Source: an optimization exercise on an open RTL-to-GDS flow (aim: small area). Production flows keep margins and buffers that such runs may drop. In this exercise RTL edits were held to simulation tests only and were not proved equivalent to the original. No driver is modelled on the clock port, so clocking that relies on it looks cheaper here than on a real chip.

==> inputs of job 7843 <==
==> flow/design.v <==
`timescale 1ns/1ps
module i2c_eeprom_target #(
    parameter logic [6:0] DEV_ADDR    = 7'b1010001,
    parameter int         MEM_DEPTH   = 256
) (
    input  logic       clk1,
    input  logic       reset,
    input  logic       scl_in,
    input  logic       sda_in,
    output logic       sda_oe,
    output logic       busy,
    output logic       wr_strobe,
    output logic [7:0] wr_addr,
    output logic [7:0] wr_data
);
    typedef enum logic [3:0] {
        S_IDLE      = 4'd0,
        S_DEV_ADDR  = 4'd1,
        S_WORD_ADDR = 4'd2,
        S_WR_DATA   = 4'd3,
        S_DEV_ACK_W = 4'd4,
        S_DEV_ACK_R = 4'd5,
        S_WORD_ACK  = 4'd6,
        S_WR_ACK    = 4'd7,
        S_RD_DATA   = 4'd8,
        S_RD_ACK    = 4'd9,
        S_IGNORE    = 4'd10
    } state_t;
    logic [1:0]  scl_sync_q, sda_sync_q;
    logic        scl_hist_q, sda_hist_q;
    logic        scl_s, sda_s;
    logic        scl_rise, scl_fall, start_det, stop_det;
    state_t      state_q, state_d;
    logic [2:0]  bit_cnt_q, bit_cnt_d;    
    logic [7:0]  shift_q;
    logic [7:0]  ptr_q, ptr_d;
    logic        wr_strobe_q;
    logic        wr_valid_q;
    logic        mem_we, load_tx, shift_en, ack_phase;
    logic [7:0]  rx_byte;
    logic [8*MEM_DEPTH-1:0] ring_q;
    logic [7:0]  head_idx_q;
    logic [7:0]  last_addr_q, last_data_q;
    logic [7:0]  head_byte;
    logic [7:0]  mem_rdata_q;
    logic        prefetch, hit_prev_q;
    always_ff @(posedge clk1) begin
        if (reset) begin
            scl_sync_q <= '1;
            sda_sync_q <= '1;
            scl_hist_q <= 1'b1;
            sda_hist_q <= 1'b1;
        end else begin
            scl_sync_q <= {scl_sync_q[0], scl_in};
            sda_sync_q <= {sda_sync_q[0], sda_in};
            scl_hist_q <= scl_sync_q[1];
            sda_hist_q <= sda_sync_q[1];
        end
    end
    assign scl_s     = scl_sync_q[1];
    assign sda_s     = sda_sync_q[1];
    assign scl_rise  = ~scl_hist_q & scl_s;
    assign scl_fall  = scl_hist_q & ~scl_s;
    assign start_det = scl_hist_q & scl_s & sda_hist_q & ~sda_s;
    assign stop_det  = scl_hist_q & scl_s & ~sda_hist_q & sda_s;
    assign rx_byte   = {shift_q[6:0], sda_s};
    assign ack_phase = (state_q == S_DEV_ACK_W) || (state_q == S_DEV_ACK_R) ||
                       (state_q == S_WORD_ACK)  || (state_q == S_WR_ACK);
    always_ff @(posedge clk1) begin
        if (reset) begin
            state_q     <= S_IDLE;
            bit_cnt_q   <= 3'd0;
            ptr_q       <= 8'd0;
            wr_strobe_q <= 1'b0;
            wr_valid_q  <= 1'b0;
        end else begin
            state_q     <= state_d;
            bit_cnt_q   <= bit_cnt_d;
            ptr_q       <= ptr_d;
            wr_strobe_q <= mem_we;
            wr_valid_q  <= wr_valid_q | mem_we;
        end
    end
    assign shift_en = (state_q == S_RD_DATA) ? scl_fall : scl_rise;
    always_ff @(posedge clk1) begin
        if (load_tx)       shift_q <= mem_rdata_q;
        else if (shift_en) shift_q <= rx_byte;
    end
    always_ff @(posedge clk1) begin
        if (mem_we && !reset) begin
            last_addr_q <= ptr_q;
            last_data_q <= rx_byte;
        end
    end
    assign head_byte = (head_idx_q == last_addr_q) ? last_data_q : ring_q[7:0];
    always_ff @(posedge clk1) begin
        ring_q     <= {head_byte, ring_q[8*MEM_DEPTH-1:8]};
        head_idx_q <= head_idx_q + 8'd1;
    end
    assign prefetch = (state_q == S_RD_DATA) || (state_q == S_RD_ACK && bit_cnt_q == 3'd0);
    always_ff @(posedge clk1) begin
        hit_prev_q <= (head_idx_q == ptr_q);
        if (prefetch ? hit_prev_q : (head_idx_q == ptr_q))
            mem_rdata_q <= head_byte;
    end
    always_comb begin
        state_d   = state_q;
        bit_cnt_d = bit_cnt_q;
        ptr_d     = ptr_q;
        mem_we    = 1'b0;
        load_tx   = 1'b0;
        if (start_det) begin
            state_d   = S_DEV_ADDR;
            bit_cnt_d = 3'd0;
        end else if (stop_det) begin
            state_d  = S_IDLE;
        end else begin
            case (state_q)
                S_DEV_ADDR, S_WORD_ADDR, S_WR_DATA: begin
                    if (scl_rise) begin
                        bit_cnt_d = bit_cnt_q + 3'd1;
                        if (bit_cnt_q == 3'd7) begin
                            if (state_q == S_DEV_ADDR) begin
                                if (rx_byte[7:1] != DEV_ADDR) state_d = S_IGNORE;
                                else if (rx_byte[0])          state_d = S_DEV_ACK_R;
                                else                          state_d = S_DEV_ACK_W;
                            end else if (state_q == S_WORD_ADDR) begin
                                ptr_d   = rx_byte;
                                state_d = S_WORD_ACK;
                            end else begin
                                mem_we      = 1'b1;
                                ptr_d[3:0]  = ptr_q[3:0] + 4'd1;
                                state_d     = S_WR_ACK;
                            end
                        end
                    end
                end
                S_DEV_ACK_W, S_DEV_ACK_R, S_WORD_ACK, S_WR_ACK: begin
                    if (scl_fall) begin
                        bit_cnt_d = {2'b00, ~bit_cnt_q[0]};
                        if (bit_cnt_q[0]) begin
                            case (state_q)
                                S_DEV_ACK_R: begin
                                    state_d   = S_RD_DATA;
                                    load_tx   = 1'b1;
                                    bit_cnt_d = 3'd1;
                                end
                                S_DEV_ACK_W: state_d = S_WORD_ADDR;
                                default:     state_d = S_WR_DATA;
                            endcase
                        end
                    end
                end
                S_RD_DATA: begin
                    if (scl_fall) begin
                        bit_cnt_d = bit_cnt_q + 3'd1;
                        if (bit_cnt_q == 3'd0) begin
                            bit_cnt_d = 3'd0;
                            state_d   = S_RD_ACK;
                        end
                    end
                end
                S_RD_ACK: begin
                    if (scl_rise && bit_cnt_q == 3'd0) begin
                        if (!sda_s) begin
                            ptr_d     = ptr_q + 8'd1;
                            bit_cnt_d = 3'd1;
                        end else begin
                            state_d = S_IGNORE;
                        end
                    end else if (scl_fall && bit_cnt_q == 3'd1) begin
                        state_d = S_RD_DATA;
                        load_tx = 1'b1;
                    end
                end
                default: ;
            endcase
        end
    end
    always_comb begin
        sda_oe    = ((state_q == S_RD_DATA) & ~shift_q[7]) | (ack_phase & bit_cnt_q[0]);
        busy      = (state_q != S_IDLE);
        wr_strobe = wr_strobe_q;
        wr_addr   = last_addr_q & {8{wr_valid_q}};
        wr_data   = last_data_q & {8{wr_valid_q}};
    end
endmodule
==> flow/flow/run.sh <==
#!/bin/bash
# The standard ORFS layout, except that clock tree synthesis adds no dummy
# loads and uses clkbuf_16 leaves with the sink clusters set here, and the
# port buffers are the smallest buffer cell.
set -euo pipefail
CTS="-sink_clustering_enable -repair_clock_nets -dont_use_dummy_load"
CTS="$CTS -buf_list sky130_fd_sc_hd__clkbuf_16"
CTS="$CTS -sink_clustering_size 36 -sink_clustering_max_diameter 70"
bash standard.sh "CTS_ARGS=$CTS" "BUFFER_PORTS_ARGS=-buffer_cell sky130_fd_sc_hd__buf_1" finish > standard_flow.log 2>&1
==> flow/standard.sh <==
#!/bin/bash
# synth_recipe.tcl (not shown) runs the flow's synth.tcl, then flattens the netlist and writes it again
# the make line also repeats each setting of config.mk as NAME=value (left out here)
make -C /OpenROAD-flow-scripts/flow DESIGN_CONFIG=/design/flow/config.mk WORK_HOME=/design/flow/orfs CLKGATE_MAP_FILE= SYNTH_SCRIPT=/design/flow/synth_recipe.tcl "${@:-finish}"
==> flow/config.mk <==
export PLATFORM = sky130hd
export DESIGN_NAME = i2c_eeprom_target
export DESIGN_NICKNAME = i2c_eeprom_target
export VERILOG_FILES = /design/flow/design.v
export SDC_FILE = /design/flow/constraint.sdc
export NUM_CORES = 4
export LEC_CHECK = 0
export CAP_MARGIN = 20
export CORE_MARGIN = 2
export CORE_UTILIZATION = 40
export SLEW_MARGIN = 20
==> flow/constraint.sdc <==
create_clock -name core_clock -period 10.0 [get_ports {clk1}]
set_input_delay 2.0000 -clock core_clock [delete_from_list [all_inputs] [get_ports {clk1}]]
set_output_delay 2.0000 -clock core_clock [all_outputs]
set_load 0.01 [all_outputs]
==> job 2546: changes against job 7843 <==
==> flow/flow/run.sh (replaced) <==
#!/bin/bash
# The standard ORFS layout, except that clock tree synthesis adds no dummy
# loads and uses clkbuf_16 leaves with the sink clusters set here.
set -euo pipefail
CTS="-sink_clustering_enable -repair_clock_nets -dont_use_dummy_load"
CTS="$CTS -buf_list sky130_fd_sc_hd__clkbuf_16"
CTS="$CTS -sink_clustering_size 32 -sink_clustering_max_diameter 80"
bash standard.sh "CTS_ARGS=$CTS" finish > standard_flow.log 2>&1
==> impl_metrics.json <==
{
  "power_mw": 11.9,
  "grt_max_degree": 37,
  "cp_slowest_stage_delay_ns": 0.78,
  "cts_buffers": 70,
  "status": "no timing/DRC/antenna violations",
  "post-route-cell-area_um2": 47900,
  "met3_usage": 0.0166,
  "grt_pass1_wl_um": 76500,
  "n_fill_cell": 9435,
  "powerClk_mw": 3.44,
  "post-route-util": 0.434,
  "grt_pass1_vias": 15200
}
[end of results for job 7843]
==> impl_metrics.json <==
{
  "n_fill_cell": 9434,
  "grt_pass1_vias": 15000,
  "powerClk_mw": 3.59,
  "grt_pass1_wl_um": 75400,
  "cp_slowest_stage_delay_ns": 0.77,
  "status": "no timing/DRC/antenna violations",
  "post-route-util": 0.437,
  "post-route-cell-area_um2": 48200,
  "cts_buffers": 77,
  "clkTransAtPathRegs_ns": 0.11
}
[end of results for job 2546]

[static timing again, ports no longer ideal]
The flow's constraints put no driver on any port. The routed layouts listed below were extracted and timed again, unchanged, in two steps. Step 1 (the two cells are an assumption about what drives the block):
set clk [get_ports {clk1}]
set_driving_cell -lib_cell sky130_fd_sc_hd__clkbuf_16 $clk
set_driving_cell -lib_cell sky130_fd_sc_hd__buf_2 [delete_from_list [all_inputs] $clk]
Step 2 adds t to the input delays and takes it off the output delays; t is the mean of the earliest and latest rising clock arrival at the registers after step 1. Input paths then give back, and output paths get back, about the clock's delay inside the block. a / b / c = ideal / step 1 / step 2; a / b = the first two.
run | t (ns) | setup slack, ns | worst setup path after step 2 | worst register clock-pin slew, ns | pins driven straight from the clock port
job 7843 | 0.666 | 5.559 / 5.498 / 6.164 | register to output | 0.12 / 0.12 | 1
job 2546 | 0.670 | 5.243 / 5.177 / 5.847 | register to output | 0.11 / 0.11 | 1
After both steps setup and hold are still met in every run listed.
